This is an optimization exercise on Yosys and OpenROAD, whose aim is small area, a short achievable clock period and few clock cycles per item, not a production implementation.
At most, simulation tests tie the RTL to the original design; equivalence was not proved.
No functional check of the RTL was part of runs 2 to 6.
Power and IR drop assume default switching activity.

[design/flow/config.mk]
export PLATFORM = sky130hd
export DESIGN_NAME = video_pad_crop_filter
export DESIGN_NICKNAME = video_pad_crop_filter
export VERILOG_FILES = /design/flow/design.v
export SDC_FILE = /design/flow/constraint.sdc
export NUM_CORES = 4
export LEC_CHECK = 0
export CAP_MARGIN = 20
export CORE_MARGIN = 2
export CORE_UTILIZATION = 50
export CTS_CLUSTER_DIAMETER = 100
export CTS_CLUSTER_SIZE = 30
export PLACE_DENSITY = 0.65
export SETUP_SLACK_MARGIN = 2.5
export SLEW_MARGIN = 20
[design/flow/constraint.sdc]
create_clock -name core_clock -period 5.0 [get_ports {scalerClock}]
set_input_delay 1.0000 -clock core_clock [delete_from_list [all_inputs] [get_ports {scalerClock}]]
set_output_delay 1.0000 -clock core_clock [all_outputs]
set_load 0.01 [all_outputs]
[design/flow/design.v]
package video_pipeline_pkg;
  typedef enum logic [2:0] {
    REQ_IDLE  = 3'b001,
    REQ_READ  = 3'b010,
    REQ_STORE = 3'b100
  } req_state_e;
  typedef enum logic [1:0] {
    RESP_IDLE,
    RESP_FETCH,
    RESP_EMIT
  } resp_state_e;
  function automatic integer chunknum_bits(input integer hactive_bits, input integer chunk_bits);
    chunknum_bits = hactive_bits - chunk_bits;
  endfunction
  function automatic integer request_bits(input integer vactive_bits, input integer hactive_bits, input integer chunk_bits);
    request_bits = vactive_bits + chunknum_bits(hactive_bits, chunk_bits);
  endfunction
endpackage
module SyncFifo #(
  parameter int WIDTH     = 8,
  parameter int ADDR_BITS = 6
) (
  input  logic             clk,
  input  logic             rst,
  input  logic             rst_now_i,
  input  logic             wr_en_i,
  input  logic [WIDTH-1:0] wr_data_i,
  input  logic             commit_i,
  input  logic             pend_i,
  input  logic             rd_en_i,
  output logic [WIDTH-1:0] head_o,
  output logic             empty_o,
  output logic             full_o
);
  localparam int KB = ADDR_BITS - 1;
  localparam int D  = 2**KB;
  localparam int CB = ADDR_BITS + 1;
  localparam int AB = 2;                 
  localparam int BB = KB - AB;
  logic [WIDTH-1:0]     mem_q [2][D];
  logic [WIDTH-1:0]     pre_q [2];
  logic [D-1:0]         hot_q [2];       
  logic                 wr_lo_q;         
  logic [2**AB-1:0]     wa_q;
  logic [2**BB-1:0]     wb_q;
  logic                 rd_lo_q;         
  logic [CB-1:0]        cnt_q, rcnt_q, cnt_nx, rcnt_nx;
  logic                 cm_d1_q, rd_d1_q, empty_q, full_q;
  assign head_o  = pre_q[rd_lo_q];
  assign empty_o = empty_q;
  assign full_o  = full_q;
  assign cnt_nx  = cnt_q + CB'(cm_d1_q) - CB'(rd_d1_q);
  assign rcnt_nx = rcnt_q + CB'(cm_d1_q) - CB'(rd_d1_q);
  logic [3:0] c_is;
  logic [1:0] r_is;
  always_comb begin
    logic up, dn;
    up = cm_d1_q && !rd_d1_q;
    dn = rd_d1_q && !cm_d1_q;
    for (int i = 0; i < 4; i++)
      c_is[i] = up ? cnt_q == CB'(2**ADDR_BITS-3+i) :
                dn ? cnt_q == CB'(2**ADDR_BITS-1+i) : cnt_q == CB'(2**ADDR_BITS-2+i);
    r_is[0] = up ? 1'b0 : dn ? rcnt_q == CB'(1) : rcnt_q == CB'(0);
    r_is[1] = up ? rcnt_q == CB'(0) : dn ? rcnt_q == CB'(2) : rcnt_q == CB'(1);
  end
  always_ff @(posedge clk)
    for (int l = 0; l < 2; l++)
      for (int b = 0; b < 2**BB; b++)
        for (int a = 0; a < 2**AB; a++)
          if (wr_en_i && wr_lo_q == l[0] && wb_q[b] && wa_q[a]) mem_q[l][b*2**AB+a] <= wr_data_i;
  always_ff @(posedge clk)
    for (int l = 0; l < 2; l++) begin
      logic [WIDTH-1:0] v;
      v = '0;
      for (int j = 0; j < D; j++) v = v | (mem_q[l][j] & {WIDTH{hot_q[l][j]}});
      pre_q[l] <= v;
    end
  always_ff @(posedge clk)
    if (rst || rst_now_i) begin
      empty_q <= 1'b1;
      full_q  <= 1'b0;
    end else begin
      case ({commit_i, pend_i, rd_en_i})
        3'b110:                 full_q <= c_is[0];
        3'b100, 3'b010, 3'b111: full_q <= c_is[1];
        3'b001:                 full_q <= c_is[3];
        default:                full_q <= c_is[2];
      endcase
      empty_q <= rd_en_i ? r_is[1] : r_is[0];
    end
  always_ff @(posedge clk)
    if (rst) begin
      wr_lo_q  <= 1'b0;
      wa_q     <= (2**AB)'(1);
      wb_q     <= (2**BB)'(1);
      rd_lo_q  <= 1'b0;
      hot_q[0] <= D'(1);
      hot_q[1] <= D'(1);
      cnt_q    <= '0;
      rcnt_q   <= '0;
      cm_d1_q  <= 1'b0;
      rd_d1_q  <= 1'b0;
    end else begin
      cm_d1_q <= commit_i;
      rd_d1_q <= rd_en_i;
      if (commit_i) begin
        wr_lo_q <= !wr_lo_q;
        if (wr_lo_q) begin
          wa_q <= {wa_q[2**AB-2:0], wa_q[2**AB-1]};
          if (wa_q[2**AB-1]) wb_q <= {wb_q[2**BB-2:0], wb_q[2**BB-1]};
        end
      end
      if (rd_en_i) begin
        rd_lo_q          <= !rd_lo_q;
        hot_q[rd_lo_q] <= {hot_q[rd_lo_q][D-2:0], hot_q[rd_lo_q][D-1]};
      end
      cnt_q  <= cnt_nx;
      rcnt_q <= rcnt_nx;
    end
endmodule
module video_pad_crop_filter #(
  parameter int CHUNK_BITS         = 5,
  parameter int HACTIVE_BITS       = 11,
  parameter int VACTIVE_BITS       = 11,
  parameter int BITS_PER_PIXEL     = 16,
  parameter int REQ_FIFO_ADDR_BITS = HACTIVE_BITS - CHUNK_BITS,
  parameter int PIX_FIFO_ADDR_BITS = CHUNK_BITS + 1
) (
  input  logic                                        scalerClock,
  input  logic                                        reset,
  input  logic                                        bypass,
  input  logic [VACTIVE_BITS-1:0]                     padTopRows,
  input  logic [HACTIVE_BITS-CHUNK_BITS-1:0]          padLeftChunks,
  input  logic [VACTIVE_BITS-1:0]                     sourceRows,
  input  logic [HACTIVE_BITS-CHUNK_BITS-1:0]          sourceChunks,
  input  logic [BITS_PER_PIXEL-1:0]                   padColor,
  output logic                                        downstreamRequestFifoReadEnable,
  input  logic                                        downstreamRequestFifoEmpty,
  input  logic [VACTIVE_BITS+HACTIVE_BITS-CHUNK_BITS-1:0] downstreamRequestFifoReadData,
  output logic                                        downstreamResponseFifoWriteEnable,
  input  logic                                        downstreamResponseFifoFull,
  output logic [BITS_PER_PIXEL-1:0]                   downstreamResponseFifoWriteData,
  input  logic                                        upstreamRequestFifoReadEnable,
  output logic                                        upstreamRequestFifoEmpty,
  output logic [VACTIVE_BITS+HACTIVE_BITS-CHUNK_BITS-1:0] upstreamRequestFifoReadData,
  input  logic                                        upstreamResponseFifoWriteEnable,
  output logic                                        upstreamResponseFifoFull,
  input  logic [BITS_PER_PIXEL-1:0]                   upstreamResponseFifoWriteData
);
  localparam int CNB = HACTIVE_BITS - CHUNK_BITS;
  localparam int RB  = VACTIVE_BITS + CNB;
  localparam int QA  = REQ_FIFO_ADDR_BITS;
  localparam int BPP = BITS_PER_PIXEL;
  localparam int QN  = 2**QA;
  logic rst_q;
  always_ff @(posedge scalerClock) rst_q <= reset;
  logic                    rd_q, vld_q, cmp_q, st_q, busy_q, br_q, bc_q, win_q;
  logic [RB-1:0]           xl_q;
  logic [VACTIVE_BITS-1:0] in_row;
  logic [CNB-1:0]          in_chunk;
  logic [VACTIVE_BITS:0]   d_row;
  logic [CNB:0]            d_chunk;
  logic                    up_push, fl_push;
  logic                    u_full, f_full_q;
  assign {in_row, in_chunk} = downstreamRequestFifoReadData;
  assign d_row   = {1'b0, in_row} - {1'b0, padTopRows};
  assign d_chunk = {1'b0, in_chunk} - {1'b0, padLeftChunks};
  assign up_push = st_q && win_q;
  assign fl_push = st_q;
  assign downstreamRequestFifoReadEnable = rd_q;
  always_ff @(posedge scalerClock)
    if (reset) rd_q <= 1'b0;
    else       rd_q <= !rst_q && !busy_q && !downstreamRequestFifoEmpty && !u_full && !f_full_q;
  always_ff @(posedge scalerClock)
    if (rst_q) begin
      vld_q  <= 1'b0;
      cmp_q  <= 1'b0;
      st_q   <= 1'b0;
      busy_q <= 1'b0;
    end else begin
      vld_q  <= rd_q;
      cmp_q  <= vld_q;
      st_q   <= cmp_q;
      busy_q <= busy_q ? !st_q : !downstreamRequestFifoEmpty && !u_full && !f_full_q;
    end
  always_ff @(posedge scalerClock) begin
    if (vld_q) begin
      xl_q <= bypass ? downstreamRequestFifoReadData : {d_row[VACTIVE_BITS-1:0], d_chunk[CNB-1:0]};
      br_q <= d_row[VACTIVE_BITS];
      bc_q <= d_chunk[CNB];
    end
    if (cmp_q)
      win_q <= bypass || (!br_q && !bc_q &&
                          xl_q[RB-1:CNB] < sourceRows && xl_q[CNB-1:0] < sourceChunks);
  end
  logic          u_pop, u_empty;
  logic [RB-1:0] u_head, u_rd_q;
  assign u_pop = upstreamRequestFifoReadEnable && !u_empty;
  assign upstreamRequestFifoEmpty    = u_empty;
  assign upstreamRequestFifoReadData = u_rd_q;
  SyncFifo #(.WIDTH(RB), .ADDR_BITS(QA)) u_up_req (
    .clk(scalerClock), .rst(rst_q), .rst_now_i(reset),
    .wr_en_i(cmp_q), .wr_data_i(xl_q), .commit_i(up_push), .pend_i(1'b0),
    .rd_en_i(u_pop), .head_o(u_head),
    .empty_o(u_empty), .full_o(u_full)
  );
  always_ff @(posedge scalerClock) u_rd_q <= u_head;
  logic [QN-1:0] fmem;
  logic [QA-1:0] f_wp, f_rp;
  logic [QA:0]   f_cnt, f_inc, f_dec;
  logic          f_pop, f_empty_q, f_head_q, f_rdy_q;
  always_comb begin
    logic ci, cd;
    ci = 1'b1; cd = 1'b1;
    for (int i = 0; i <= QA; i++) begin
      f_inc[i] = f_cnt[i] ^ ci;
      f_dec[i] = f_cnt[i] ^ cd;
      ci = ci & f_cnt[i];
      cd = cd & !f_cnt[i];
    end
  end
  always_ff @(posedge scalerClock) begin
    if (fl_push) fmem[f_wp] <= win_q;
    f_head_q <= fmem[f_rp];
  end
  always_ff @(posedge scalerClock)
    if (rst_q) begin
      f_wp      <= '0;
      f_rp      <= '0;
      f_cnt     <= '0;
      f_empty_q <= 1'b1;
      f_full_q  <= 1'b0;
      f_rdy_q   <= 1'b0;
    end else begin
      if (fl_push) f_wp <= f_wp + QA'(1);
      if (f_pop)   f_rp <= f_rp + QA'(1);
      f_rdy_q <= !f_empty_q && !f_pop;
      case ({fl_push, f_pop})
        2'b10: begin
          f_cnt     <= f_inc;
          f_empty_q <= 1'b0;
          f_full_q  <= f_cnt == (QA+1)'(QN-1);
        end
        2'b01: begin
          f_cnt     <= f_dec;
          f_empty_q <= f_cnt == (QA+1)'(1);
          f_full_q  <= 1'b0;
        end
        default: ;
      endcase
    end
  logic           p_acc, pin_v_q, p_pop, p_empty, p_full;
  logic [BPP-1:0] pin_d_q, p_head;
  assign p_acc = upstreamResponseFifoWriteEnable && !p_full;
  assign upstreamResponseFifoFull = p_full || reset;
  always_ff @(posedge scalerClock) begin
    if (rst_q) pin_v_q <= 1'b0;
    else       pin_v_q <= p_acc;
    pin_d_q <= upstreamResponseFifoWriteData;
  end
  SyncFifo #(.WIDTH(BPP), .ADDR_BITS(PIX_FIFO_ADDR_BITS)) u_pix (
    .clk(scalerClock), .rst(rst_q), .rst_now_i(reset),
    .wr_en_i(pin_v_q), .wr_data_i(pin_d_q), .commit_i(pin_v_q), .pend_i(p_acc),
    .rd_en_i(p_pop), .head_o(p_head),
    .empty_o(p_empty), .full_o(p_full)
  );
  logic                  cur_v, cur_pad, i31_q, adv, issue, nxt;
  logic [CHUNK_BITS-1:0] idx;
  logic                  ov_q, dsf_q;
  logic [BPP-1:0]        wd_q;
  assign adv   = !ov_q || !dsf_q;
  assign issue = adv && cur_v && (cur_pad || !p_empty) && !rst_q;
  assign nxt   = !cur_v || (issue && i31_q);
  assign f_pop = nxt && f_rdy_q;
  assign p_pop = issue && !cur_pad;
  assign downstreamResponseFifoWriteEnable = ov_q && !dsf_q;
  assign downstreamResponseFifoWriteData   = wd_q;
  always_ff @(posedge scalerClock) begin
    dsf_q <= downstreamResponseFifoFull;
    if (reset)    ov_q <= 1'b0;
    else if (adv) ov_q <= issue;
    if (issue) wd_q <= cur_pad ? padColor : p_head;
  end
  always_ff @(posedge scalerClock)
    if (rst_q) begin
      cur_v   <= 1'b0;
      cur_pad <= 1'b0;
      idx     <= '0;
      i31_q   <= 1'b0;
    end else begin
      if (nxt) begin
        cur_v   <= f_rdy_q;
        cur_pad <= !f_head_q;
      end
      if (issue) begin
        idx   <= idx + CHUNK_BITS'(1);
        i31_q <= idx == CHUNK_BITS'(2**CHUNK_BITS-2);
      end
    end
endmodule
[design/flow/run.sh]
#!/bin/bash
# synth_recipe.tcl (not shown) runs the flow's synth.tcl, then flattens the netlist and writes it again
# the make line also repeats each setting of config.mk as NAME=value (left out here)
make -C /OpenROAD-flow-scripts/flow DESIGN_CONFIG=/design/flow/config.mk WORK_HOME=/design/flow/orfs CLKGATE_MAP_FILE= SYNTH_SCRIPT=/design/flow/synth_recipe.tcl finish
==> run summary, run 1 <==
- Maximum operating frequency: 391.1 MHz
- DRT antenna net count: 0
- Maximum level of the CTS H-tree: 3
- Clock sink total: 2545
- Total core area: 0.1874 mm^2
- Internal portion of total power: 27.96 mW
- Sequential element share of the synthesized area: 79.00%
- Horiz. Die Dim: 437.9 um
- Proportion of total power due to net switching: 22.25%
- Count of synthesis-stage warnings from yosys: 7
- FFs w/ async S/R, synth: 0%
- Routability cong.: 0.8665
- Global-route wire length before repair: 397.5 mm
- First drt pass iteration count: 8
- Standard-cell row count: 159
- Initial antenna violation count: 10
- Max-slew violation count: 0
- Max-cap violations: 0
- Critical Path Source: wd_q[15]
- Hold path start: reset
- Post-detailed-routing wire length: 288.8 mm
- LEAKAGE: 32.75 nW
- R2R Path Start: dsf_q
- Final hold vios: 0
- Library cell contributing the largest single delay on the critical path: edfxtp_1
- Largest vdd supply drop: 0.2674 mV
- Number of cells produced by synthesis: 5522
- Post-detail-place hpwl: 164.7 mm
- Worst-case register-to-register setup slack: 2490 ps
- Latest clock arrival within the worst-skew pair: 820 ps
- Post-CTS clock slew at the launch and capture registers of the worst setup and hold paths: 110 ps
- Die ar.: 0.1918 mm^2
- Routed via count: 55.11k
- Finish-stage setup viols: 0
- Flip-flop and latch count after synthesis: 2545
- Remaining global-route overflow: 0
- Worst path top cell family by delay: flip-flops
- Final setup margin: 2443 ps
- Nets@finish: 5903
- Avg Vias per Cell: 6.643
- Dpl cell area: 0.09932 mm^2
- Synthesized net count: 5701
- Final hold slack: 397.9 ps
- Cts hold-fix bufs: 0
- Type of destination of the critical path: output port
- Vias in the first global route: 51.99k
- Power share of the sequential group: 65.1%
- Share of the clock period used by the worst path after layout: 51.14%
- Most frequent cells in the layout: edfxtp_1, a22oi_1, buf_4
- Classification of the worst setup path: flop to output port
- Critical path fanouts, max: 1
- Port Buffer Count: 126
- Post-Route Skew: 63.06 ps
- Arrival time of the worst setup path: 1560 ps
- Mapped cell area: 0.09414 mm^2
- Wire per inst: 34.81 um
- Relative area change from synthesis to final layout: 9.786%
- Number of DRC violations after detailed routing: 0
- Buf+Inv Stages, Crit Path: 1
- Layout cell share with drive strength beyond 1: 11.01%
- Initial standard-cell utilization of the core: 50.24%
- Clock network fraction of total power: 28.8%
- Worst Hold Class: input port to flop
- Switching power of the nets: 8.003 mW
- Number of buffers on the longest clock path: 3
- Required time at the worst-slack endpoint: 4000 ps
- Post-route cell area: 0.1034 mm^2
- Clock root buffer: clkbuf_16
- Placement Setup Slack: 1370 ps
- Chip Height: 437.9 um
- CTS Buf Count: 97
- Post-layout minimum cycle time: 2557 ps
- Overall Global Routing Usage: 29.36%
- Clock tree from TritonCTS: yes
- Pwr dens: 348.0 mW/mm^2
- Critical path, cell by cell: buf_6
- Commonest non-fill, non-tap cell in the layout: edfxtp_1
- Combinational power share: 6.1%
- Setup tns final: 0 ps
- Largest net degree at the start of global routing: 72
- First DRT Iteration DRCs: 8986
- Slew of the pin with the lowest slew margin: 1209 ps
- Post-Syn Area per Cell: 17.05 um^2
- Largest stage delay, worst path: 560 ps
- Post-synth cell types: 68
- Outcome: timing/DRC/antenna clean
- Number of flops mapped to enable cells by yosys: 2340
- Total power after layout: 35.96 mW
- Num ports: 127
- Startpoint type of the worst setup path: flop
- RSZ-0062 raised after global routing: true
- Main flop type after synthesis: edfxtp_1
- Relative max-transition margin: 19.38%
-- metrics by stage --
stage / std cells / util [%]
2_1_floorplan: 5522 / -
3_3_place_gp: 8052 / 52.97
3_5_place_dp: 8055 / 53.00
4_1_cts: 8259 / 54.84
5_1_grt: 8294 / 55.15
6_report: 8296 / 55.15
-- synthesized netlist by cell type (11+ instances only) --
master    count  share of area [%]
or4_1        66               0.53
nor2b_1      17               0.11
o21ai_1      12              0.064
xor2_1       30               0.28
mux2i_1      94                1.0
buf_1        40               0.16
and3_1       76               0.51
mux2_2       33               0.39
nand2_1     103               0.41
a21oi_1      59               0.31
edfxtp_1   2340                 75
a221oi_1    135                1.3
dfxtp_1     205                4.4
a21o_1       12              0.096
nor2_1      202               0.81
nand4_1     144               0.96
nand3_1     150               0.80
o21ai_0     134               0.71
mux4_2       16               0.38
ha_1         83                1.1
inv_1        95               0.38
xnor2_1      29               0.27
a22oi_1     793                6.3
nand2b_1     24               0.16
and2_1       60               0.40
clkbuf_1    296                1.2
nor3_1       17              0.090
a22o_1      132                1.2
or3_1        11              0.073
-- flip-flops by register name (all words and copies together) (netlist names), 16 cells and up, named ones only --
| register | count |
|---|---|
| u_up_req.mem_q | 1088 |
| xl_q | 17 |
| u_pix.pre_q | 32 |
| pin_d_q | 16 |
| wd_q | 16 |
| u_up_req.pre_q | 34 |
| u_up_req.hot_q | 64 |
| fmem | 64 |
| u_pix.mem_q | 1024 |
| u_pix.hot_q | 64 |
| u_rd_q | 17 |
-- final timing paths --
path,end,depth (start not counted)
max,downstreamResponseFifoWriteData[15],1
min,rst_q,1
max reg2reg,f_cnt[5],11
min reg2reg,rd_q,1
-- what timing repair did --
action                     4_1_cts  5_1_grt
hold endpoints to repair         0        0
setup endpoints to repair      374      268
cloned                           7        3
buffers inserted                25       30
pin swaps                        5       14
resized for setup              144       80
-- power groups by stage --
stage                     Sequential [mW]  Combinational (mW)  Clock, mW
final                                23.4                2.19       10.4
after detailed placement             23.9                2.02          0
after CTS                            23.4                2.09       10.4
after global placement               23.9                1.97          0
after global routing                 23.4                2.33       11.0
after floorplan                      23.9                1.20          0
-- logic make-up after synthesis --
| logic type | count (synthesis) | synth area share, % |
|---|---|---|
| AOI/OAI and AO/OA | 1334 | 10.48 |
| xor gates and xnor gates | 59 | 0.5489 |
| adders and majority gates | 89 | 1.231 |
| buffers and inverters | 444 | 1.793 |
| DFF | 2545 | 79.00 |
| muxes | 144 | 1.789 |
| and+or+nand+nor | 907 | 5.162 |
-- metal layers --
layer | track usage (%) | wire length [um]
met5 | 0 | 0
met4 | 10.76 | 11830
met3 | 5.352 | 31570
met2 | 48.50 | 140600
met1 | 39.10 | 104700
-- area by class of cell --
cell class | count | area [um^2]
antenna | 4 | 10.01
clock buffer | 158 | 2720
clock inverter | 14 | 235.2
fill | 14630 | 84050
inverter | 96 | 376.6
multi-input combinational | 2540 | 18570
sequential | 2545 | 74450
tap | 2495 | 3122
timing repair buffer | 444 | 3874
Testbench counts, summed over its fixed seeds: cycles 37,036, pixels 36,864.
==> run 2, diff against run 1 <==
--- a/design/flow/design.v
+++ b/design/flow/design.v
@@ -186,10 +186,7 @@
   always_ff @(posedge scalerClock) begin
-    if (vld_q) begin
-      xl_q <= bypass ? downstreamRequestFifoReadData : {d_row[VACTIVE_BITS-1:0], d_chunk[CNB-1:0]};
-      br_q <= d_row[VACTIVE_BITS];
-      bc_q <= d_chunk[CNB];
-    end
-    if (cmp_q)
-      win_q <= bypass || (!br_q && !bc_q &&
-                          xl_q[RB-1:CNB] < sourceRows && xl_q[CNB-1:0] < sourceChunks);
+    xl_q  <= bypass ? downstreamRequestFifoReadData : {d_row[VACTIVE_BITS-1:0], d_chunk[CNB-1:0]};
+    br_q  <= d_row[VACTIVE_BITS];
+    bc_q  <= d_chunk[CNB];
+    win_q <= bypass || (!br_q && !bc_q &&
+                        xl_q[RB-1:CNB] < sourceRows && xl_q[CNB-1:0] < sourceChunks);
   end
--- a/design/flow/config.mk
+++ b/design/flow/config.mk
@@ -11,3 +11,3 @@
 export CTS_CLUSTER_DIAMETER = 100
-export CTS_CLUSTER_SIZE = 30
+export CTS_CLUSTER_SIZE = 26
 export PLACE_DENSITY = 0.65
==> run 2 against run 1 <==
  * Critical path depth rose by 3
  * Clock power barely moved
  * Cell count barely moved
  * Synthesized area fell by 0.26%
  * Critical path type is now input port to output port
  * Die area fell by 0.26%
  * Register-to-register slack improved by 30 ps
  * Sequential share of layout area rose by 0.26 points
  * Critical endpoint is now upstreamResponseFifoFull
  * First-iteration DRC count fell by 8.6%
  * Cell area fell by 0.61%
  * Non-clock buffer count fell by 44
==> run summary, run 2 <==
- Critical Path Source: reset
- Flip-flop count of the largest register after layout: 1088 (unchanged)
- Commonest non-fill, non-tap cell in the layout: edfxtp_1
- Initial antenna violation count: 9 (-1)
- Critical path, cell by cell: buf_6 > buf_6 > or2_4 > buf_6
- Parity-gate share of the synthesized area counting xor and xnor cells: 0.5410% (-0.0079 points)
- Post-detail-place hpwl: 161.7 mm (-1.8%)
- Total core area: 0.1872 mm^2 (-0.11%)
- Standard-cell row count: 159 (unchanged)
- Relative area change from synthesis to final layout: 9.404%
- Nets@finish: 5876 (-0.46%)
- Number of flops mapped to enable cells by yosys: 2320 (-0.85%)
- Setup tns final: 0 ps (unchanged)
- Combinational family with the most area after synthesis: compound AO/OA/AOI/OAI gates
- Hold path start: f_empty_q
- Global-route wire length before repair: 394.3 mm (-0.82%)
- Synth top area cells: edfxtp_1, a22oi_1, dfxtp_1
- Maximum operating frequency: 376.4 MHz (-3.8%)
- Library cell contributing the largest single delay on the critical path: or2_4
- Worst Hold Class: flop to flop
- Post-Route Skew: 27.89 ps (-35.17 ps)
- Mapped cell area: 0.09390 mm^2 (-0.26%)
- Proportion of total power due to net switching: 22.49% (+0.24 points)
- Post-synth cell types: 65 (-4.4%)
- Top-count cell post-synth: edfxtp_1
- Max-cap violations: 0 (unchanged)
- Worst path top cell family by delay: buffers and inverters
- Wire per inst: 34.14 um (-1.9%)
- Post-CTS clock slew at the launch and capture registers of the worst setup and hold paths: 110 ps (about the same)
- Port Buffer Count: 126 (unchanged)
- Number of buffers on the longest clock path: 3 (unchanged)
- Maximum level of the CTS H-tree: 3 (unchanged)
- Horiz. Die Dim: 437.4 um (-0.13%)
- Share of the clock period used by the worst path after layout: 53.14% (+2.0 points)
- Post-Syn Area per Cell: 16.99 um^2 (-0.37%)
- Total power after layout: 36.84 mW (+2.4%)
- Chip Height: 437.4 um (-0.13%)
- Post-synth top area share: 74.20% (-0.44 points)
- Die ar.: 0.1913 mm^2 (-0.26%)
- Critical path fanouts, max: 2 (+1)
- Finish-stage setup viols: 0 (unchanged)
- Arithmetic-cell share of the synthesized area counting full adders, half adders and majority gates: 1.234% (+0.0032 points)
- Synthesized net count: 5707 (+0.11%)
- Overall Global Routing Usage: 28.98% (-0.38 points)
- Largest Register: u_up_req.mem_q
- Largest regs: u_up_req.mem_q x1088, u_pix.mem_q x1024
- Pwr dens: 358.7 mW/mm^2 (+3.1%)
- Power share of the sequential group: 64.7% (-0.4 points)
- Internal portion of total power: 28.56 mW (+2.1%)
- Sequential element share of the synthesized area: 78.99% (about the same)
- CTS Buf Count: 108 (+11%)
- Combinational power share: 6.5% (+0.4 points)
- Flip-flop and latch count after synthesis: 2545 (unchanged)
- Most frequent cells in the layout: edfxtp_1, a22oi_1, buf_4
- Vias in the first global route: 52.34k (+0.66%)
- DRT antenna net count: 0 (unchanged)
- Largest stage delay, worst path: 300 ps (-260 ps)
- Outcome: timing/DRC/antenna clean
- Startpoint type of the worst setup path: input port
- Clock tree from TritonCTS: yes
- Mux cell area share after synthesis: 1.751% (-0.038 points)
- Post-detailed-routing wire length: 283.2 mm (-1.9%)
- Arrival time of the worst setup path: 1660 ps (+100 ps)
- R2R Path Start: u_up_req.hot_q[1][20]
- Commonest cells in the netlist: edfxtp_1, a22oi_1, clkbuf_1
- Layout cell share with drive strength beyond 1: 10.03% (-0.97 points)
- Buf+Inv Stages, Crit Path: 3 (+2)
- Clock root buffer: clkbuf_16
- Synth Area in Simple Gates: 5.144% (-0.018 points)
- Most prevalent standard cell on the critical path: buf_6
- Count of synthesis-stage warnings from yosys: 7 (unchanged)
- FFs w/ async S/R, synth: 0% (unchanged)
- Library cell with the largest summed area after synthesis: edfxtp_1
- Initial standard-cell utilization of the core: 50.16% (-0.079 points)
- Routability cong.: 0.8539 (-1.5%)
- First drt pass iteration count: 8 (unchanged)
- Largest net degree at the start of global routing: 66 (-8.3%)
- Post-layout minimum cycle time: 2657 ps (+99.77 ps)
- Clock sink total: 2545 (unchanged)
- Required time at the worst-slack endpoint: 4000 ps (about the same)
- Largest vdd supply drop: 0.3729 mV (+39%)
- Main flop type after synthesis: edfxtp_1
- Slew of the pin with the lowest slew margin: 1266 ps (+57.24 ps)
- Final hold vios: 0 (unchanged)
- LEAKAGE: 32.57 nW (-0.53%)
- Switching power of the nets: 8.286 mW (+3.5%)
- Number of DRC violations after detailed routing: 0 (unchanged)
- Max-slew violation count: 0 (unchanged)
- Remaining global-route overflow: 0 (unchanged)
- Clock network fraction of total power: 28.9% (about the same)
- Classification of the worst setup path: input port to output port
- Post-synthesis compound-gate area fraction: 10.53% (+0.053 points)
- Latest clock arrival within the worst-skew pair: 800 ps (-20 ps)
- Routed via count: 54.97k (-0.26%)
- Num ports: 127 (unchanged)
- Type of destination of the critical path: output port
- Avg Vias per Cell: 6.627 (-0.25%)
- First DRT Iteration DRCs: 8214 (-8.6%)
- Relative max-transition margin: 15.57% (-3.8 points)
- RSZ-0062 raised after global routing: true
- Number of cells produced by synthesis: 5528 (+0.11%)
## run 2: cell count changes in the layout (fill, tap and decap cells not counted), sizes merged, moves of 8 or more
cell,previous run,this run
nand3,150,142
nor2,202,214
buf,322,278
edfxtp,2340,2320
clkbuf,162,196
dfxtp,205,225
## run 2: area by class of cell
| class | count | area [um^2] |
|---|---|---|
| Clock inverter | 9 | 108.9 |
| Inverter | 98 | 384.1 |
| Fill cell | 14690 | 84480 |
| Clock buffer | 195 | 3072 |
| Antenna cell | 9 | 22.52 |
| Tap cell | 2495 | 3122 |
| Multi-Input combinational cell | 2544 | 18380 |
| Sequential cell | 2545 | 74270 |
| Timing Repair Buffer | 400 | 3373 |
## run 2: layer usage
layer	share of wire, %	vias up	GRT usage [%]
met4	4.7	2	11.33
li1	-	22560	-
met5	0.0049	-	0
met1	36	28110	38.41
met3	11	632	4.906
met2	48	3662	48.00
## run 2: cell families (layout without fill, tap and decap cells)
kind of cell,after synthesis,in the layout
AND/OR/NAND/NOR,910,917
buffers and inverters,446,702
AO/OA/AOI/OAI,1340,1340
XOR/XNOR,58,58
multiplexers,140,140
other,0,9
flip-flops,2545,2545
adder cells (fa/ha/maj),89,89
## run 2: power groups by stage
stage	clock network, mW	registers (mW)	logic (mW)
finish	10.6	23.8	2.38
floorplan	0	24.3	1.20
detailed placement	0	24.3	2.28
global placement	0	24.3	2.22
CTS	10.7	23.8	2.31
global route	11.3	23.8	2.55
## run 2: final timing paths
check                             end  slack, ps  depth (start not counted)
max          upstreamResponseFifoFull       2340                          4
min                           f_rdy_q        420                          1
max reg2reg     u_up_req.pre_q[1][11]       2520                          5
min reg2reg                   f_rdy_q        420                          1
## run 2: metrics by stage
step	instance area (um^2)	setup WS, ps	hold WS (ps)	std cells	util, %
2_1_floorplan	93970	2386	389.7	5528	-
3_5_place_dp	99070	1378	410.1	8061	52.92
3_3_place_gp	99040	1425	410.6	8060	52.90
6_report	102700	2343	424.8	8295	54.87
5_1_grt	102700	2342	450.3	8291	54.87
4_1_cts	102400	2293	425.6	8276	54.70
## run 2: timing repair
item                       4_1_cts  5_1_grt
resized for setup               87       58
setup buffers                    5        8
hold buffers                     0        0
cloned                           6        1
pin swaps                        1        8
setup endpoints to repair      225      212
==> run 3, diff against run 2 <==
--- a/design/flow/design.v
+++ b/design/flow/design.v
@@ -24,3 +24,4 @@
   input  logic             rst,
-  input  logic             rst_now_i,
+  input  logic             rst_empty_now_i,
+  input  logic             rst_full_now_i,
   input  logic             wr_en_i,
@@ -78,6 +79,4 @@
   always_ff @(posedge clk)
-    if (rst || rst_now_i) begin
-      empty_q <= 1'b1;
-      full_q  <= 1'b0;
-    end else begin
+    if (rst || rst_full_now_i) full_q <= 1'b0;
+    else
       case ({commit_i, pend_i, rd_en_i})
@@ -88,4 +87,5 @@
       endcase
-      empty_q <= rd_en_i ? r_is[1] : r_is[0];
-    end
+  always_ff @(posedge clk)
+    if (rst || rst_empty_now_i) empty_q <= 1'b1;
+    else                        empty_q <= rd_en_i ? r_is[1] : r_is[0];
   always_ff @(posedge clk)
@@ -198,3 +198,3 @@
   SyncFifo #(.WIDTH(RB), .ADDR_BITS(QA)) u_up_req (
-    .clk(scalerClock), .rst(rst_q), .rst_now_i(reset),
+    .clk(scalerClock), .rst(rst_q), .rst_empty_now_i(reset), .rst_full_now_i(1'b0),
     .wr_en_i(cmp_q), .wr_data_i(xl_q), .commit_i(up_push), .pend_i(1'b0),
@@ -258,3 +258,3 @@
   SyncFifo #(.WIDTH(BPP), .ADDR_BITS(PIX_FIFO_ADDR_BITS)) u_pix (
-    .clk(scalerClock), .rst(rst_q), .rst_now_i(reset),
+    .clk(scalerClock), .rst(rst_q), .rst_empty_now_i(1'b0), .rst_full_now_i(reset),
     .wr_en_i(pin_v_q), .wr_data_i(pin_d_q), .commit_i(pin_v_q), .pend_i(p_acc),
==> run 3 against run 2 <==
  * Synthesized cell count hardly changed
  * Clock skew is 8.2 ps higher
  * Register-to-register slack worse by 50 ps
  * Synthesized area hardly changed
  * Critical path type unchanged
  * Non-clock buffer count is 22 higher
  * Global-route usage hardly changed
==> run summary, run 3 <==
- Routability cong.: 0.8667 (+1.5%)
- Flip-flop count of the largest register after layout: 1088 (unchanged)
- Chip Height: 437.4 um (about the same)
- Initial standard-cell utilization of the core: 50.18% (about the same)
- Commonest non-fill, non-tap cell in the layout: edfxtp_1
- Required time at the worst-slack endpoint: 4000 ps (about the same)
- R2R Path Start: u_up_req.hot_q[1][20]
- Critical path fanouts, max: 6 (+4)
- Total core area: 0.1872 mm^2 (unchanged)
- Synth top area cells: edfxtp_1, a22oi_1, dfxtp_1
- Worst Hold Class: input port to flop
- FFs w/ async S/R, synth: 0% (unchanged)
- Type of destination of the critical path: output port
- Fill cells: 14.41k (-1.9%)
- Relative max-transition margin: 18.29% (+2.7 points)
- Maximum operating frequency: 392.8 MHz (+4.4%)
- Logic depth of the worst register-to-register path: 5 (unchanged)
- Fraction of the core area covered by cells at the end of the flow: 54.93% (about the same)
- Die ar.: 0.1913 mm^2 (about the same)
- Critical path, cell by cell: buf_2 > or2_4 > buf_6
- Classification of the worst setup path: input port to output port
- Dpl cell area: 0.09899 mm^2 (about the same)
- Post-CTS clock slew at the launch and capture registers of the worst setup and hold paths: 100 ps (about the same)
- Post-synth top area share: 74.17% (about the same)
- Clock tree from TritonCTS: yes
- Global-route wire length before repair: 391.8 mm (-0.61%)
- Nets@finish: 5892 (+0.27%)
- Slew of the pin with the lowest slew margin: 1226 ps (-40.88 ps)
- Placement Setup Slack: 1542 ps (+164.3 ps)
- Critical Path Source: reset
- Final hold vios: 0 (unchanged)
- Post-synth cell types: 69 (+6.2%)
- Largest vdd supply drop: 0.3923 mV (+5.2%)
- Post-detailed-routing wire length: 284.4 mm (+0.42%)
- Library cell with the largest summed area after synthesis: edfxtp_1
- Post-layout minimum cycle time: 2546 ps (-111.4 ps)
- Startpoint type of the worst setup path: input port
- Largest stage delay, worst path: 270 ps (-30 ps)
- Outcome: timing/DRC/antenna clean
- Crit path capture: upstreamResponseFifoFull
- Setup tns final: 0 ps (unchanged)
- Layout cell share with drive strength beyond 1: 10.50% (+0.47 points)
- Number of buffers on the longest clock path: 3 (unchanged)
- Max-cap violations: 0 (unchanged)
- Share of the clock period used by the worst path after layout: 50.91% (-2.2 points)
- Standard-cell row count: 159 (unchanged)
- Flip-flop and latch count after synthesis: 2545 (unchanged)
- Max-slew violation count: 0 (unchanged)
- Post-Route Skew: 36.12 ps (+8.233 ps)
- Clock root buffer: clkbuf_16
- Worst reg2reg path endpoint: u_up_req.pre_q[1][2]
- Post-Syn Area per Cell: 16.99 um^2 (about the same)
- Top-count cell post-synth: edfxtp_1
- Worst-case register-to-register setup slack: 2470 ps (-50 ps)
- Latest clock arrival within the worst-skew pair: 800 ps (about the same)
- Main flop type after synthesis: edfxtp_1
- Initial antenna violation count: 19 (+10)
- Maximum level of the CTS H-tree: 3 (unchanged)
- LEAKAGE: 32.60 nW (about the same)
- Largest regs: u_up_req.mem_q x1088, u_pix.mem_q x1024
- Port Buffer Count: 126 (unchanged)
- Vias in the first global route: 51.42k (-1.7%)
- First drt pass iteration count: 6 (-2)
- Largest Register: u_up_req.mem_q
- Most frequent cells in the layout: edfxtp_1, a22oi_1, buf_4
- Post-detail-place hpwl: 165.1 mm (+2.1%)
- CTS Buf Count: 108 (unchanged)
- Avg Vias per Cell: 6.622 (about the same)
- DRT antenna net count: 0 (unchanged)
- Final setup margin: 2454 ps (+111.4 ps)
- Commonest cells in the netlist: edfxtp_1, a22oi_1, clkbuf_1
- Cts hold-fix bufs: 0 (unchanged)
- Synthesized net count: 5709 (+0.035%)
- Sequential element share of the synthesized area: 78.96% (about the same)
- RSZ-0062 raised after global routing: true
- Remaining global-route overflow: 0 (unchanged)
- Num ports: 127 (unchanged)
- Library cell contributing the largest single delay on the critical path: or2_4
- Largest net degree at the start of global routing: 76 (+15%)
- Clock sink total: 2545 (unchanged)
- Mapped cell area: 0.09393 mm^2 (about the same)
- Routed via count: 55.04k (+0.14%)
- Total power after layout: 36.94 mW (+0.27%)
- Number of flops mapped to enable cells by yosys: 2320 (unchanged)
- Horiz. Die Dim: 437.4 um (about the same)
- Count of synthesis-stage warnings from yosys: 7 (unchanged)
- Number of DRC violations after detailed routing: 0 (unchanged)
- Overall Global Routing Usage: 28.96% (about the same)
- Number of cells produced by synthesis: 5530 (+0.036%)
- Finish-stage setup viols: 0 (unchanged)
- Post-route cell area: 0.1028 mm^2 (about the same)
- Arrival time of the worst setup path: 1550 ps (-110 ps)
- First DRT Iteration DRCs: 8721 (+6.2%)
- Pwr dens: 359.3 mW/mm^2 (+0.17%)
- Wire per inst: 34.21 um (+0.21%)
- Relative area change from synthesis to final layout: 9.469% (about the same)
-- run 3: power by group --
part           internal (mW)  switching [mW]
clock                   4.24            6.37
combinational          0.797            1.77
sequential              23.6           0.216
total                   28.6            8.36
-- run 3: per-stage QoR --
stage,hold slack [ps],cells
6_report,432.1,8312
3_3_place_gp,420.7,8049
3_5_place_dp,429.1,8050
4_1_cts,387.9,8281
2_1_floorplan,389.7,5530
5_1_grt,386.6,8308
-- run 3: worst min path at each step --
stage / cells after the start / from / endpoint
global route: 1 / reset / rst_q
finish: 1 / reset / rst_q
CTS: 1 / reset / rst_q
floorplan: 1 / f_head_q / cur_pad
global placement: 1 / vld_q / cmp_q
detailed placement: 1 / vld_q / cmp_q
-- run 3: cell type report --
type	instances	area, um^2	share of cell area, %
clock buffer	199	3087	3.002
sequential	2545	74260	72.22
tap	2495	3122	3.036
inverter	98	385.4	0.3748
antenna	8	20.02	0.01947
clock inverter	7	87.58	0.08518
timing repair buffer	422	3528	3.431
multi-input combinational	2538	18340	17.84
-- run 3: logic make-up (layout without fill, tap and decap cells) --
kind of cell | after synthesis | in the layout | share of synthesized area, %
buffers and inverters | 447 | 726 | 1.812
adder cells (fa/ha/maj) | 89 | 89 | 1.233
AO/OA/AOI/OAI | 1331 | 1331 | 10.48
AND/OR/NAND/NOR | 918 | 918 | 5.198
other | 0 | 8 | 0
multiplexers | 142 | 142 | 1.774
flip-flops | 2545 | 2545 | 78.96
XOR/XNOR | 58 | 58 | 0.5408
-- run 3: layer usage --
metal	GRT usage, %	part of all wire (%)
met4	10.52	4.1
met3	6.704	12
met2	46.84	48
met1	38.48	36
met5	0	0.021
-- run 3: critical path: cells and delay by family --
family | cells | cell delay [ps]
simple gates | 1 | 270
buf+inv | 2 | 280
-- run 3: repair_timing --
| item | 4_1_cts | 5_1_grt |
|---|---|---|
| pin swaps | 1 | 11 |
| endpoints found under the setup margin | 305 | 152 |
| hold endpoints to repair | 0 | 0 |
| buffers inserted | 25 | 23 |
| resized for setup | 108 | 53 |
==> run 4, diff against run 3 <==
--- a/design/flow/config.mk
+++ b/design/flow/config.mk
@@ -12,2 +12,3 @@
 export CTS_CLUSTER_SIZE = 26
+export GPL_ROUTABILITY_DRIVEN = 0
 export PLACE_DENSITY = 0.65
==> run 4 against run 3 <==
  * Routed wire length is the same
  * Combinational power is essentially flat
  * Core utilization is the same
  * Critical endpoint unchanged
  * Non-clock buffer count is the same
==> run summary, run 4 <==
- R2R Path Start: u_up_req.hot_q[1][20]
- Commonest non-fill, non-tap cell in the layout: edfxtp_1
- Remaining global-route overflow: 0 (unchanged)
- Num ports: 127 (unchanged)
- Synthesized net count: 5709 (unchanged)
- Flip-flop and latch count after synthesis: 2545 (unchanged)
- Slew of the pin with the lowest slew margin: 1226 ps (unchanged)
- Number of DRC violations after detailed routing: 0 (unchanged)
- Max-cap violations: 0 (unchanged)
- Finish-stage setup viols: 0 (unchanged)
- Post-detailed-routing wire length: 284.4 mm (unchanged)
- Chip Height: 437.4 um (unchanged)
- Clock root buffer: clkbuf_16
- First drt pass iteration count: 6 (unchanged)
- Worst reg2reg path endpoint: u_up_req.pre_q[1][2]
- Worst-case register-to-register setup slack: 2470 ps (about the same)
- Global-route wire length before repair: 391.8 mm (unchanged)
- Maximum level of the CTS H-tree: 3 (unchanged)
- First DRT Iteration DRCs: 8721 (unchanged)
- Flip-flop count of the largest register after layout: 1088 (unchanged)
- Post-synth top area share: 74.17% (unchanged)
- RSZ-0062 raised after global routing: true
- DRT antenna net count: 0 (unchanged)
- Post-detail-place hpwl: 165.1 mm (unchanged)
- Clock sink total: 2545 (unchanged)
- Required time at the worst-slack endpoint: 4000 ps (about the same)
- Largest Register: u_up_req.mem_q
- Clock tree from TritonCTS: yes
- Met1 track utilization from global routing: 38.48% (unchanged)
- Post-CTS clock slew at the launch and capture registers of the worst setup and hold paths: 100 ps (about the same)
- Library cell with the largest summed area after synthesis: edfxtp_1
- Number of buffers on the longest clock path: 3 (unchanged)
- Cts hold-fix bufs: 0 (unchanged)
- Largest net degree at the start of global routing: 76 (unchanged)
- CTS Buf Count: 108 (unchanged)
- FFs w/ async S/R, synth: 0% (unchanged)
- Commonest cells in the netlist: edfxtp_1, a22oi_1, clkbuf_1
- Pwr dens: 359.3 mW/mm^2 (unchanged)
- Latest clock arrival within the worst-skew pair: 800 ps (about the same)
- Post-Route Skew: 36.12 ps (unchanged)
- Worst Hold Class: input port to flop
- Fill cells: 14.41k (unchanged)
- Overall Global Routing Usage: 28.96% (unchanged)
- Largest regs: u_up_req.mem_q x1088, u_pix.mem_q x1024
- Top-count cell post-synth: edfxtp_1
- Share of the clock period used by the worst path after layout: 50.91% (unchanged)
- Post-synth cell types: 69 (unchanged)
- Worst Hold Path Cells: 1 (unchanged)
- Initial antenna violation count: 19 (unchanged)
- Hold path start: reset
- Met3 track demand over resource: 6.704% (unchanged)
- Number of cells produced by synthesis: 5530 (unchanged)
- Final hold vios: 0 (unchanged)
- Relative area change from synthesis to final layout: 9.469% (unchanged)
- LEAKAGE: 32.60 nW (unchanged)
- Busiest grt layer: met2
- Max-slew violation count: 0 (unchanged)
- Die ar.: 0.1913 mm^2 (unchanged)
- Vias in the first global route: 51.42k (unchanged)
- Logic depth of the worst register-to-register path: 5 (unchanged)
- Mapped cell area: 0.09393 mm^2 (unchanged)
- Nets@finish: 5892 (unchanged)
- Routed via count: 55.04k (unchanged)
- Port Buffer Count: 126 (unchanged)
- Horiz. Die Dim: 437.4 um (unchanged)
- Wire per inst: 34.21 um (unchanged)
- Standard-cell row count: 159 (unchanged)
- Setup tns final: 0 ps (unchanged)
- Layout cell share with drive strength beyond 1: 10.50% (unchanged)
- Sequential element share of the synthesized area: 78.96% (unchanged)
- Outcome: timing/DRC/antenna clean
- Initial standard-cell utilization of the core: 50.18% (unchanged)
- Terminating pin of the worst hold path: rst_q
- Main flop type after synthesis: edfxtp_1
- Critical path fanouts, max: 6 (unchanged)
- Post-layout minimum cycle time: 2546 ps (unchanged)
- Avg Vias per Cell: 6.622 (unchanged)
- Total core area: 0.1872 mm^2 (unchanged)
- Maximum operating frequency: 392.8 MHz (unchanged)
- Relative max-transition margin: 18.29% (unchanged)
- Met2 Resource Use GR: 46.84% (unchanged)
- Arrival time of the worst setup path: 1550 ps (about the same)
- Total power after layout: 36.94 mW (unchanged)
- Count of synthesis-stage warnings from yosys: 7 (unchanged)
- Most frequent cells in the layout: edfxtp_1, a22oi_1, buf_4
- Number of flops mapped to enable cells by yosys: 2320 (unchanged)
- Classification of the worst setup path: input port to output port
- Startpoint type of the worst setup path: input port
- Synth top area cells: edfxtp_1, a22oi_1, dfxtp_1
- Largest vdd supply drop: 0.3923 mV (unchanged)
- Post-Syn Area per Cell: 16.99 um^2 (unchanged)
- Type of destination of the critical path: output port
-- run 4: power breakdown --
group | internal, mW | switching, mW | leakage, nW
Sequential | 23.6 | 0.216 | 22.9
Clock | 4.24 | 6.37 | 1.50
Combinational | 0.797 | 1.77 | 8.19
-- run 4: cells by family (layout without fill, tap and decap cells) --
group                    Yosys count  after routing  synth area share, %
AO/OA/AOI/OAI                   1331           1331                10.48
flip-flops                      2545           2545                78.96
multiplexers                     142            142                1.774
buffers and inverters            447            726                1.812
adder cells (fa/ha/maj)           89             89                1.233
AND/OR/NAND/NOR                  918            918                5.198
other                              0              8                    0
XOR/XNOR                          58             58               0.5408
-- run 4: layout make-up --
class / instances / area [um^2] / share of cell area (%)
multi-input combinational: 2538 / 18340 / 17.84
timing repair buffer: 422 / 3528 / 3.431
sequential: 2545 / 74260 / 72.22
clock inverter: 7 / 87.58 / 0.08518
antenna: 8 / 20.02 / 0.01947
tap: 2495 / 3122 / 3.036
inverter: 98 / 385.4 / 0.3748
clock buffer: 199 / 3087 / 3.002
-- run 4: what timing repair did --
| item | CTS | global route |
|---|---|---|
| pin swaps | 1 | 11 |
| endpoints found under the setup margin | 305 | 152 |
| gates resized for setup | 108 | 53 |
| buffers inserted | 25 | 23 |
-- run 4: metrics by stage --
step,area [um^2],hold slack [ps],worst slack (ps),util [%],cells
after floorplan,94000,389.7,2386,-,5530
after global placement,98970,420.7,1543,52.87,8049
after detailed placement,98990,429.1,1542,52.88,8050
after CTS,102500,387.9,2252,54.73,8281
after global routing,102800,386.6,2431,54.92,8308
final,102800,432.1,2454,54.93,8312
-- run 4: worst max-delay path by stage --
stage | from | endpoint | cells past startpoint | slack, ps
2_1_floorplan | downstreamRequestFifoReadData[6] | xl_q[16] | 9 | 2390
3_3_place_gp | reset | upstreamResponseFifoFull | 3 | 1540
3_5_place_dp | reset | upstreamResponseFifoFull | 3 | 1540
4_1_cts | u_pix.full_q | upstreamResponseFifoFull | 2 | 2250
5_1_grt | u_pix.cnt_q[0] | u_pix.cnt_q[6] | 12 | 2430
6_report | reset | upstreamResponseFifoFull | 3 | 2450
-- run 4: metal layers --
metal	up-vias	wire, um
met5	-	60
met4	8	11760
met3	528	32950
met2	3640	136200
met1	28290	103400
li1	22580	-
-- run 4: critical path, cell delays in order --
cell and delay, ps:
buf_2 160, or2_4 270, buf_6 120
==> run 5, diff against run 4 <==
--- a/design/flow/config.mk
+++ b/design/flow/config.mk
@@ -11,4 +11,3 @@
 export CTS_CLUSTER_DIAMETER = 100
-export CTS_CLUSTER_SIZE = 26
-export GPL_ROUTABILITY_DRIVEN = 0
+export CTS_CLUSTER_SIZE = 30
 export PLACE_DENSITY = 0.65
==> run 5 against run 4 <==
  * Still clean on timing, DRC and antenna
  * Clock skew increased by 3.4 ps
  * Combinational power hardly changed
  * Synthesized area did not move
  * Sequential power about the same
  * Routed wire length hardly changed
  * Die area did not move
  * Global-route usage hardly changed
==> run summary, run 5 <==
- Outcome: timing/DRC/antenna clean
- Number of flops mapped to enable cells by yosys: 2320 (unchanged)
- Clock tree from TritonCTS: yes
- Number of buffers on the longest clock path: 3 (unchanged)
- Library cell with the largest summed area after synthesis: edfxtp_1
- Post-detailed-routing wire length: 284.6 mm (about the same)
- Share of the clock period used by the worst path after layout: 50.96% (about the same)
- Maximum level of the CTS H-tree: 3 (unchanged)
- Flip-flop and latch count after synthesis: 2545 (unchanged)
- Top-count cell post-synth: edfxtp_1
- Clock root buffer: clkbuf_16
- Post-layout minimum cycle time: 2548 ps (+2.480 ps)
- Worst-case register-to-register setup slack: 2480 ps (about the same)
- Initial antenna violation count: 13 (-6)
- Arrival time of the worst setup path: 1550 ps (about the same)
- Flip-flop count of the largest register after layout: 1088 (unchanged)
- Classification of the worst setup path: input port to output port
- Critical path fanouts, max: 6 (unchanged)
- Largest vdd supply drop: 0.3922 mV (about the same)
- Main flop type after synthesis: edfxtp_1
- Count of synthesis-stage warnings from yosys: 7 (unchanged)
- Largest net degree at the start of global routing: 76 (unchanged)
- Placement Setup Slack: 1542 ps (unchanged)
- Overall Global Routing Usage: 28.96% (about the same)
- Total core area: 0.1872 mm^2 (unchanged)
- Standard-cell row count: 159 (unchanged)
- Sequential element share of the synthesized area: 78.96% (unchanged)
- RSZ-0062 raised after global routing: true
- Final setup margin: 2452 ps (-2.480 ps)
- Max-cap violations: 0 (unchanged)
- Initial standard-cell utilization of the core: 50.18% (unchanged)
- Port Buffer Count: 126 (unchanged)
- Commonest non-fill, non-tap cell in the layout: edfxtp_1
- First DRT Iteration DRCs: 9069 (+4.0%)
- Combinational power share: 7.1% (+0.2 points)
- Num ports: 127 (unchanged)
- Layout cell share with drive strength beyond 1: 10.34% (-0.16 points)
- Internal portion of total power: 28.12 mW (-1.6%)
- Relative max-transition margin: 16.44% (-1.9 points)
- First drt pass iteration count: 7 (+1)
- Final hold vios: 0 (unchanged)
- Cts hold-fix bufs: 0 (unchanged)
- Required time at the worst-slack endpoint: 4000 ps (about the same)
- Avg Vias per Cell: 6.658 (+0.54%)
- Vias in the first global route: 51.45k (+0.060%)
- CTS Buf Count: 95 (-12%)
- Largest Register: u_up_req.mem_q
- Power share of the sequential group: 65.4% (+1.1 points)
- Switching power of the nets: 8.220 mW (-1.6%)
- Commonest cells in the netlist: edfxtp_1, a22oi_1, clkbuf_1
- Largest regs: u_up_req.mem_q x1088, u_pix.mem_q x1024
- LEAKAGE: 32.39 nW (-0.63%)
- Post-synth cell types: 69 (unchanged)
- Setup tns final: 0 ps (unchanged)
- Post-CTS clock slew at the launch and capture registers of the worst setup and hold paths: 110 ps (about the same)
- Number of cells produced by synthesis: 5530 (unchanged)
- Synth top area cells: edfxtp_1, a22oi_1, dfxtp_1
- Remaining global-route overflow: 0 (unchanged)
- Post-Route Skew: 39.56 ps (+3.442 ps)
- Wire per inst: 34.35 um (+0.41%)
- Global-route wire length before repair: 392.4 mm (+0.14%)
- Post-synth top area share: 74.17% (unchanged)
- Clock sink total: 2545 (unchanged)
- Chip Height: 437.4 um (unchanged)
- Die ar.: 0.1913 mm^2 (unchanged)
- Routed via count: 55.16k (+0.20%)
- Mapped cell area: 0.09393 mm^2 (unchanged)
- Finish-stage setup viols: 0 (unchanged)
- Most frequent cells in the layout: edfxtp_1, a22oi_1, buf_4
- Nets@finish: 5881 (-0.19%)
- Proportion of total power due to net switching: 22.62% (about the same)
- Startpoint type of the worst setup path: input port
- Synthesized net count: 5709 (unchanged)
- Number of DRC violations after detailed routing: 0 (unchanged)
- Max-slew violation count: 0 (unchanged)
- Post-detail-place hpwl: 165.1 mm (unchanged)
- Routability cong.: 0.8667
- Clock network fraction of total power: 27.5% (-1.2 points)
- Worst Hold Class: input port to flop
- FFs w/ async S/R, synth: 0% (unchanged)
- Horiz. Die Dim: 437.4 um (unchanged)
- Type of destination of the critical path: output port
- Pwr dens: 354.7 mW/mm^2 (-1.3%)
- DRT antenna net count: 0 (unchanged)
- Maximum operating frequency: 392.5 MHz (about the same)
- Relative area change from synthesis to final layout: 9.075%
- Post-Syn Area per Cell: 16.99 um^2 (unchanged)
- Latest clock arrival within the worst-skew pair: 790 ps (about the same)
- Slew of the pin with the lowest slew margin: 1253 ps (+27.87 ps)
run 5: final timing paths:
kind                                            start                        to  cells after the start
worst max-delay path                            reset  upstreamResponseFifoFull                      3
worst max register to register  u_up_req.hot_q[1][20]     u_up_req.pre_q[1][15]                      4
worst min register to register                  vld_q                     cmp_q                      1
worst min-delay path                            reset                     rst_q                      1
run 5: area by class of cell:
class	count	area, um^2
Tap cell	2495	3122
Inverter	98	385.4
Clock inverter	8	76.32
Antenna cell	6	15.01
Timing Repair Buffer	424	3578
Sequential cell	2545	74260
Fill cell	14430	84750
Multi-Input combinational cell	2538	18310
Clock buffer	170	2711
run 5: power by group through the flow:
stage / logic [mW] / clock network, mW / registers [mW]
floorplan: 1.22 / 0 / 24.3
global placement: 2.34 / 0 / 24.3
detailed placement: 2.40 / 0 / 24.3
CTS: 2.45 / 10.0 / 23.8
global route: 2.72 / 10.7 / 23.8
finish: 2.57 / 10.0 / 23.8
run 5: routing by layer:
layer | vias to the layer above | global-route usage (%) | share of wire, %
met5 | - | 0 | 0.019
met4 | 8 | 10.40 | 4.1
met3 | 558 | 5.964 | 12
met2 | 3696 | 46.91 | 48
met1 | 28350 | 38.98 | 36
li1 | 22550 | - | -
run 5: critical path, stage by stage:
cell and delay [ps]:
buf_2 160, or2_4 270, buf_6 120
run 5: cell families after synthesis:
logic type / Yosys count / synth area share (%)
AND/OR/NAND/NOR: 918 / 5.198
flip-flops: 2545 / 78.96
AO/OA/AOI/OAI: 1331 / 10.48
buffers and inverters: 447 / 1.812
XOR/XNOR: 58 / 0.5408
adder cells (fa/ha/maj): 89 / 1.233
multiplexers: 142 / 1.774
run 5: repair_timing:
action / CTS / global route
endpoints found under the setup margin: 313 / 160
gates cloned: 0 / 1
buffers inserted: 24 / 25
pin swaps: 0 / 11
resized for setup: 101 / 55
run 5: metrics by stage:
step           util, %  hold WS, ps  std cells  total power, mW  cell area, um^2
2_1_floorplan        -        389.7       5530            25.55            94000
3_3_place_gp     52.87        420.7       8049            26.62            98970
3_5_place_dp     52.88        429.1       8050            26.69            98990
4_1_cts          54.51        395.8       8252            36.27           102000
5_1_grt          54.73        398.3       8282            37.19           102500
6_report         54.73        440.1       8284            36.34           102500
==> run 6, diff against run 5 <==
--- a/design/flow/config.mk
+++ b/design/flow/config.mk
@@ -11,4 +11,4 @@
 export CTS_CLUSTER_DIAMETER = 100
-export CTS_CLUSTER_SIZE = 30
-export PLACE_DENSITY = 0.65
+export CTS_CLUSTER_SIZE = 26
+export PLACE_DENSITY = 0.72
 export SETUP_SLACK_MARGIN = 2.5
==> run 6 against run 5 <==
  * Synthesized area unchanged
  * Largest cell class unchanged
  * Critical path type is now flop to flop
  * Fmax about the same
  * Via count increased by 0.61%
  * Worst hold slack got worse by 28 ps
  * Cell area increased by 0.12%
  * Global-route usage decreased by 0.78 points
  * Cell count about the same
  * Die area unchanged
==> run summary, run 6 <==
- Most frequent cells in the layout: edfxtp_1, a22oi_1, buf_4
- Fraction of the core area covered by cells at the end of the flow: 54.80% (+0.068 points)
- Largest regs: u_up_req.mem_q x1088, u_pix.mem_q x1024
- Remaining global-route overflow: 0 (unchanged)
- Library cell with the largest summed area after synthesis: edfxtp_1
- Vias in the first global route: 52.84k (+2.7%)
- Nets@finish: 5861 (-0.34%)
- Clock sink total: 2545 (unchanged)
- Horiz. Die Dim: 437.4 um (unchanged)
- Commonest cells in the netlist: edfxtp_1, a22oi_1, clkbuf_1
- Port Buffer Count: 126 (unchanged)
- First DRT Iteration DRCs: 9494 (+4.7%)
- Num ports: 127 (unchanged)
- Total core area: 0.1872 mm^2 (unchanged)
- Die ar.: 0.1913 mm^2 (unchanged)
- CTS Buf Count: 109 (+15%)
- Routed via count: 55.49k (+0.61%)
- LEAKAGE: 32.44 nW (+0.14%)
- Avg Vias per Cell: 6.703 (+0.67%)
- Largest net degree at the start of global routing: 73 (-3.9%)
- RSZ-0062 raised after global routing: true
- Number of cells produced by synthesis: 5530 (unchanged)
- Flip-flop and latch count after synthesis: 2545 (unchanged)
- R2R Path Start: u_pix.hot_q[0][7]
- Largest Register: u_up_req.mem_q
- FFs w/ async S/R, synth: 0% (unchanged)
- Critical Path Source: u_pix.hot_q[0][7]
- Relative area change from synthesis to final layout: 9.211%
- Startpoint type of the worst setup path: flop
- Largest vdd supply drop: 0.4151 mV (+5.8%)
- DRT antenna net count: 0 (unchanged)
- Post-detail-place hpwl: 159.7 mm (-3.3%)
- Critical path fanouts, max: 11 (+5)
- Clock tree from TritonCTS: yes
- Slew of the pin with the lowest slew margin: 1225 ps (-28.39 ps)
- Max-cap violations: 0 (unchanged)
- Overall Global Routing Usage: 28.18% (-0.78 points)
- Max-slew violation count: 0 (unchanged)
- Worst Hold Class: input port to flop
- Layout cell share with drive strength beyond 1: 10.06% (-0.29 points)
- Post-synth top area share: 74.17% (unchanged)
- Type of destination of the critical path: flop
- Relative max-transition margin: 18.33% (+1.9 points)
- Chip Height: 437.4 um (unchanged)
- Post-Route Skew: 88.71 ps (+49.15 ps)
- Maximum level of the CTS H-tree: 3 (unchanged)
- Sequential element share of the synthesized area: 78.96% (unchanged)
- Fill cells: 14.33k (-0.66%)
- Number of buffers on the longest clock path: 3 (unchanged)
- Number of flops mapped to enable cells by yosys: 2320 (unchanged)
- Initial standard-cell utilization of the core: 50.18% (unchanged)
- Post-CTS clock slew at the launch and capture registers of the worst setup and hold paths: 100 ps (about the same)
- Hold path start: reset
- Main flop type after synthesis: edfxtp_1
- Initial antenna violation count: 17 (+4)
- Top-count cell post-synth: edfxtp_1
- Latest clock arrival within the worst-skew pair: 830 ps (+40 ps)
- Synth top area cells: edfxtp_1, a22oi_1, dfxtp_1
- Arrival time of the worst setup path: 3190 ps (+1640 ps)
- Flip-flop count of the largest register after layout: 1088 (unchanged)
- Count of synthesis-stage warnings from yosys: 7 (unchanged)
- Post-layout minimum cycle time: 2549 ps (+0.6000 ps)
- Required time at the worst-slack endpoint: 5650 ps (+1650 ps)
- Commonest non-fill, non-tap cell in the layout: edfxtp_1
- Number of DRC violations after detailed routing: 0 (unchanged)
- Clock root buffer: clkbuf_16
- Post-synth cell types: 69 (unchanged)
- Finish-stage setup viols: 0 (unchanged)
- Share of the clock period used by the worst path after layout: 50.97% (about the same)
- Standard-cell row count: 159 (unchanged)
- Global-route wire length before repair: 386.0 mm (-1.6%)
- Pwr dens: 360.6 mW/mm^2 (+1.7%)
- Setup tns final: 0 ps (unchanged)
- Mapped cell area: 0.09393 mm^2 (unchanged)
- Classification of the worst setup path: flop to flop
- First drt pass iteration count: 8 (+1)
- Post-detailed-routing wire length: 275.7 mm (-3.1%)
- Final hold vios: 0 (unchanged)
- Outcome: timing/DRC/antenna clean
- Post-Syn Area per Cell: 16.99 um^2 (unchanged)
- Maximum operating frequency: 392.4 MHz (about the same)
- Wire per inst: 33.30 um (-3.1%)
- Routability cong.: 0.8723 (+0.65%)
- Synthesized net count: 5709 (unchanged)
-- run 6: critical path: stages, from the launching register on --
cell and delay, ps:
edfxtp_1 730, buf_4 350, a22o_1 240, a221oi_1 230, nand3_1 280, or4_1 530
-- run 6: final timing paths --
kind	slack, ps	endpoint	depth (start not counted)
worst max register to register	2450	u_pix.pre_q[0][14]	5
worst min register to register	410	cur_pad	1
worst max-delay path	2450	u_pix.pre_q[0][14]	5
worst min-delay path	410	rst_q	1
-- run 6: power by group --
| part | total (mW) | switching [mW] | leakage (nW) | internal, mW |
|---|---|---|---|---|
| sequential | 23.8 | 0.269 | 22.9 | 23.5 |
| clock | 10.7 | 6.42 | 1.56 | 4.30 |
| combinational | 2.45 | 1.68 | 7.97 | 0.771 |
| total | 37.0 | 8.37 | 32.4 | 28.6 |
-- run 6: per-layer routing --
metal,vias to the layer above,part of all wire [%],GRT usage [%]
met5,-,0.034,0
met4,12,5.6,13.18
met3,761,12,5.481
met2,4299,48,45.99
met1,27910,34,36.59
li1,22510,-,-
-- run 6: logic make-up (layout without fill, tap and decap cells) --
kind of cell    after synthesis  after routing  synth area share [%]
other cells                   0              6                     0
buf+inv                     447            694                 1.812
fa+ha+maj                    89             89                 1.233
xor+xnor                     58             58                0.5408
simple gates                918            919                 5.198
flops                      2545           2545                 78.96
mux                         142            142                 1.774
compound gates             1331           1331                 10.48
-- run 6: per-stage QoR --
step / cells / hold WS, ps / power, mW / area (um^2) / worst slack [ps]
final: 8279 / 412.2 / 36.99 / 102600 / 2451
after global routing: 8273 / 389.5 / 37.82 / 102600 / 2355
after CTS: 8260 / 382.4 / 36.92 / 102400 / 2311
after detailed placement: 8048 / 404.1 / 26.66 / 98980 / 1368
after global placement: 8045 / 400.1 / 26.57 / 98930 / 1430
after floorplan: 5530 / 389.7 / 25.55 / 94000 / 2386
-- run 6: final cells by class --
class                           count  area, um^2  area share (%)
Antenna cell                        6       15.01         0.01464
Multi-Input combinational cell   2539       18300           17.84
Inverter                           98       385.4          0.3757
Clock inverter                     14       209.0          0.2037
Timing Repair Buffer              389        3232           3.150
Tap cell                         2495        3122           3.043
Clock buffer                      193        3064           2.987
Sequential cell                  2545       74260           72.39
-- run 6: repair_timing --
action / CTS / global route
resized for setup: 118 / 49
setup endpoints to repair: 269 / 119
cloned: 1 / 0
pin swaps: 0 / 6
hold buffers: 0 / 0
setup buffers: 4 / 12

what the ideal ports hide:
No port has a modelled driver above. Below, the same layouts with a new extraction and two added sets of constraints. Step 1 (the two cells are an assumption about what drives the block):
set clk [get_ports {scalerClock}]
set_driving_cell -lib_cell sky130_fd_sc_hd__clkbuf_16 $clk
set_driving_cell -lib_cell sky130_fd_sc_hd__buf_2 [delete_from_list [all_inputs] $clk]
Step 2 times the ports against the registers' clock, not the clock port: input delays grow and output delays shrink by t, the midpoint of the rising clock arrivals with the driver on. Slacks: no drivers / after step 1 / after step 2; pairs: no drivers / after step 1.
| run | t (ns) | setup slack, ns | cell pins on the clock port's net |
|---|---|---|---|
| run 1 | 0.892 | 2.443 / 2.343 / 1.733 | 1 |
| run 2 | 0.877 | 2.343 / 2.310 / 1.774 | 1 |
| run 3 | 0.861 | 2.454 / 2.409 / 1.745 | 1 |
| run 4 | 0.861 | 2.454 / 2.409 / 1.745 | 1 |
| run 5 | 0.855 | 2.452 / 2.400 / 1.734 | 1 |
| run 6 | 0.880 | 2.451 / 2.372 / 1.787 | 1 |
After both steps setup and hold are still met in every run listed. For run 5, which loses most, drivers alone change the setup slack by -0.052 ns; drivers and shift together by -0.718 ns.
